Context: an optimization exercise on an open-source flow, tuned for small area. The choices shown serve that exercise and are no tape-out recipe.
The RTL was checked by simulation tests, not by an equivalence proof against the original design.
Power figures rest on the tool's default switching activity, not on a simulated workload.

exp/onyx:
## si_countrate
module si_countrate #(
    parameter int WORD_WIDTH = 4,
    parameter int CNT_WIDTH  = 16
) (
    input  logic                     clk,
    input  logic                     rst,
    input  logic                     s_axis_tvalid,
    output logic                     s_axis_tready,
    input  logic [WORD_WIDTH-1:0]    s_axis_tkeep,
    input  logic [5*WORD_WIDTH-1:0]  s_axis_channel,
    input  logic [64*WORD_WIDTH-1:0] s_axis_tagtime,
    input  logic [WORD_WIDTH-1:0]    s_axis_rising_edge,
    input  logic [7:0]               wb_adr_i,
    input  logic [31:0]              wb_dat_i,
    output logic [31:0]              wb_dat_o,
    input  logic                     wb_we_i,
    input  logic                     wb_stb_i,
    input  logic                     wb_cyc_i,
    output logic                     wb_ack_o
);
    localparam int NCH   = 32;
    localparam int PC_W  = $clog2(WORD_WIDTH + 1);
    localparam int SUM_W = CNT_WIDTH + PC_W;
    localparam logic [CNT_WIDTH-1:0] CNT_MAX = '1;
    localparam logic [63:0] WLEN_RESET = 64'd1_000_000_000;
    logic        ctrl_en_q;
    logic [1:0]  ctrl_mode_q;
    logic [63:0] wlen_q;
    logic [31:0] wdone_q;
    logic        gap_q;
    logic        sat_q;
    logic        ack_q;
    logic [31:0] dat_q;
    logic [31:0] rd_data;
    logic        wb_req;
    logic        wb_wr;
    logic        clr_status;
    logic        snap_vld_q;
    logic        ctrl_en_n;
    logic [1:0]  ctrl_mode_n;
    logic [63:0] wlen_n;
    logic [CNT_WIDTH-1:0] live_q [NCH];
    logic [CNT_WIDTH-1:0] snap_q [NCH];
    assign s_axis_tready = ~rst;
    assign wb_ack_o      = ack_q;
    assign wb_dat_o      = dat_q;
    assign wb_req     = wb_cyc_i & wb_stb_i & ~ack_q;
    assign wb_wr      = wb_req & wb_we_i;
    assign clr_status = wb_wr && (wb_adr_i == 8'h10);
    always_comb begin
        rd_data = '0;
        if (wb_adr_i[1:0] == 2'b00) begin
            if (wb_adr_i[7]) begin
                rd_data = snap_vld_q ? 32'(snap_q[wb_adr_i[6:2]]) : 32'd0;
            end else begin
                case (wb_adr_i[6:2])
                    5'd0:    rd_data = {29'd0, ctrl_mode_q, ctrl_en_q};
                    5'd1:    rd_data = wlen_q[31:0];
                    5'd2:    rd_data = wlen_q[63:32];
                    5'd3:    rd_data = wdone_q;
  ...
==> flow/config.mk <==
export PLATFORM = sky130hd
export DESIGN_NAME = si_countrate
export DESIGN_NICKNAME = si_countrate
export VERILOG_FILES = /design/flow/design.v
export SDC_FILE = /design/flow/constraint.sdc
export NUM_CORES = 4
export LEC_CHECK = 0
export CAP_MARGIN = 10
export CORE_MARGIN = 2
export CORE_UTILIZATION = 50
export CTS_BUF_LIST = sky130_fd_sc_hd__clkbuf_8
export CTS_CLUSTER_DIAMETER = 55
export CTS_CLUSTER_SIZE = 18
export SLEW_MARGIN = 10
==> flow/constraint.sdc <==
create_clock -name core_clock -period 12.0 [get_ports {clk}]
set_input_delay 2.4000 -clock core_clock [delete_from_list [all_inputs] [get_ports {clk}]]
set_output_delay 2.4000 -clock core_clock [all_outputs]
set_load 0.01 [all_outputs]
standard.sh (not shown) runs the stock make flow with config.mk's settings and CLKGATE_MAP_FILE= SYNTH_SCRIPT=/design/flow/synth_recipe.tcl, a recipe that flattens the netlist after the stock synthesis.
==> flow/flow/run.sh <==
#!/bin/bash
set -euo pipefail
export BUFFER_PORTS_ARGS="-buffer_cell sky130_fd_sc_hd__buf_1"
export CTS_ARGS="-sink_clustering_enable -repair_clock_nets -sink_clustering_size 18 -sink_clustering_max_diameter 55 -buf_list sky130_fd_sc_hd__clkbuf_8 -dont_use_dummy_load"
bash standard.sh > standard.log 2>&1
Looking at the reports, exp/onyx completed the entire flow and the layout it produced met the timing, DRC and antenna checks.
## Diff of input files: exp/indigo against exp/onyx
- changing CAP_MARGIN from 10 to 0
- changing CTS_CLUSTER_SIZE from 18 to 20
- changing CTS_CLUSTER_DIAMETER from 55 to 60
- changing SLEW_MARGIN from 10 to 0
- removing CTS_BUF_LIST (formerly sky130_fd_sc_hd__clkbuf_8)
==> flow/flow/run.sh <==
#!/bin/bash
set -euo pipefail
export BUFFER_PORTS_ARGS="-buffer_cell sky130_fd_sc_hd__buf_1"
bash standard.sh > standard.log 2>&1
Results
Delta (exp/indigo minus exp/onyx): combinational power share shrank by 1.1 points, hold slack went up, signal arrival time at the worst endpoint lower, global-route wire length before repair grew by 1500 um. exp/indigo vs. exp/onyx: global routing met1 resource utilization +0.37 points; clock skew -0.074 ns; power +about 22%. Higher register-to-register path setup slack among exp/indigo and exp/onyx: exp/indigo. On proportion of final cell area spent on non-clock buffers, exp/onyx tracks exp/indigo almost exactly. Transition time at the pin with the least slew margin: exp/indigo vs exp/onyx up 0.077 ns.
Here is what was changed in the inputs of exp/maple compared with exp/indigo.
- a change of CAP_MARGIN from 0 to 10
- a change of SLEW_MARGIN from 0 to 10
- an added GPL_TIMING_DRIVEN of 0
## What came out
The final report for exp/maple shows a completed flow and a layout that fails verification, specifically max-capacitance violations, max-slew violations, negative setup slack.
exp/indigo has a lower global-route usage than exp/maple.
exp/maple vs exp/indigo, clock skew went up by 0.012 ns.
exp/indigo → exp/maple: die boundary width roughly the same, flip-flop and latch share of the layout cell area has remained practically unchanged.
Modified inputs, exp/violet compared to exp/maple
- GPL_TIMING_DRIVEN: 0 -> unset
### Flow results
Summary of exp/maple and exp/violet: one run falls short of a clean finish, namely exp/maple.
The share of the clock period used by the worst path of exp/violet falls short of that of exp/maple by 6.3 points.
Global routing met2 resource utilization: exp/violet vs exp/maple down 6.1 points
The cell area after layout of exp/maple and that of exp/violet are within noise of each other.
Largest fanout of any net on the critical path | exp/violet above exp/maple
In exp/violet the clock-cell share of area turned out 0.18 points higher than in exp/maple.
Per the comparison of exp/violet with exp/maple, post-synthesis simple-gate area fraction comparable, fraction of cell area in non-clock buffers comparable, combinational group share of total power now smaller.
Diff exp/maple -> exp/violet: post-route setup TNS moved up; total power moved up.

[separate check: timing with driven ports]
Ports are ideal in the flow. The routed layouts listed here were re-timed in OpenROAD. Step 1: set_driving_cell puts a clkbuf_16 on clk and a buf_2 on each other input, an assumption about the parent block. Step 2 times the ports against the registers' clock, not the clock port: input delays grow and output delays shrink by t, the midpoint of the rising clock arrivals with the driver on. Three values: no drivers, after step 1, after step 2; two values: the first two.
| run | shift t [ns] | setup WS [ns] | latest minus earliest clock arrival (ns) | worst data-port slew with drivers (ns) | pins driven straight from the clock port |
|---|---|---|---|---|---|
| exp/onyx | 0.978 | 0.646 / 0.694 / -0.283 | 0.117 / 0.117 | 0.18 | 1 |
| exp/indigo | 0.879 | 0.671 / 0.733 / -0.146 | 0.042 / 0.042 | 0.19 | 1 |
| exp/maple | 0.896 | -0.085 / -0.085 / -0.731 | 0.059 / 0.058 | 0.19 | 1 |
| exp/violet | 0.880 | 0.675 / 0.737 / -0.143 | 0.042 / 0.042 | 0.19 | 1 |
With both steps, setup timing fails in exp/onyx, exp/indigo and exp/violet, where it was met with ideal ports. The setup slack of exp/onyx, which loses most, moves by +0.048 ns with the drivers and by -0.929 ns with both steps.
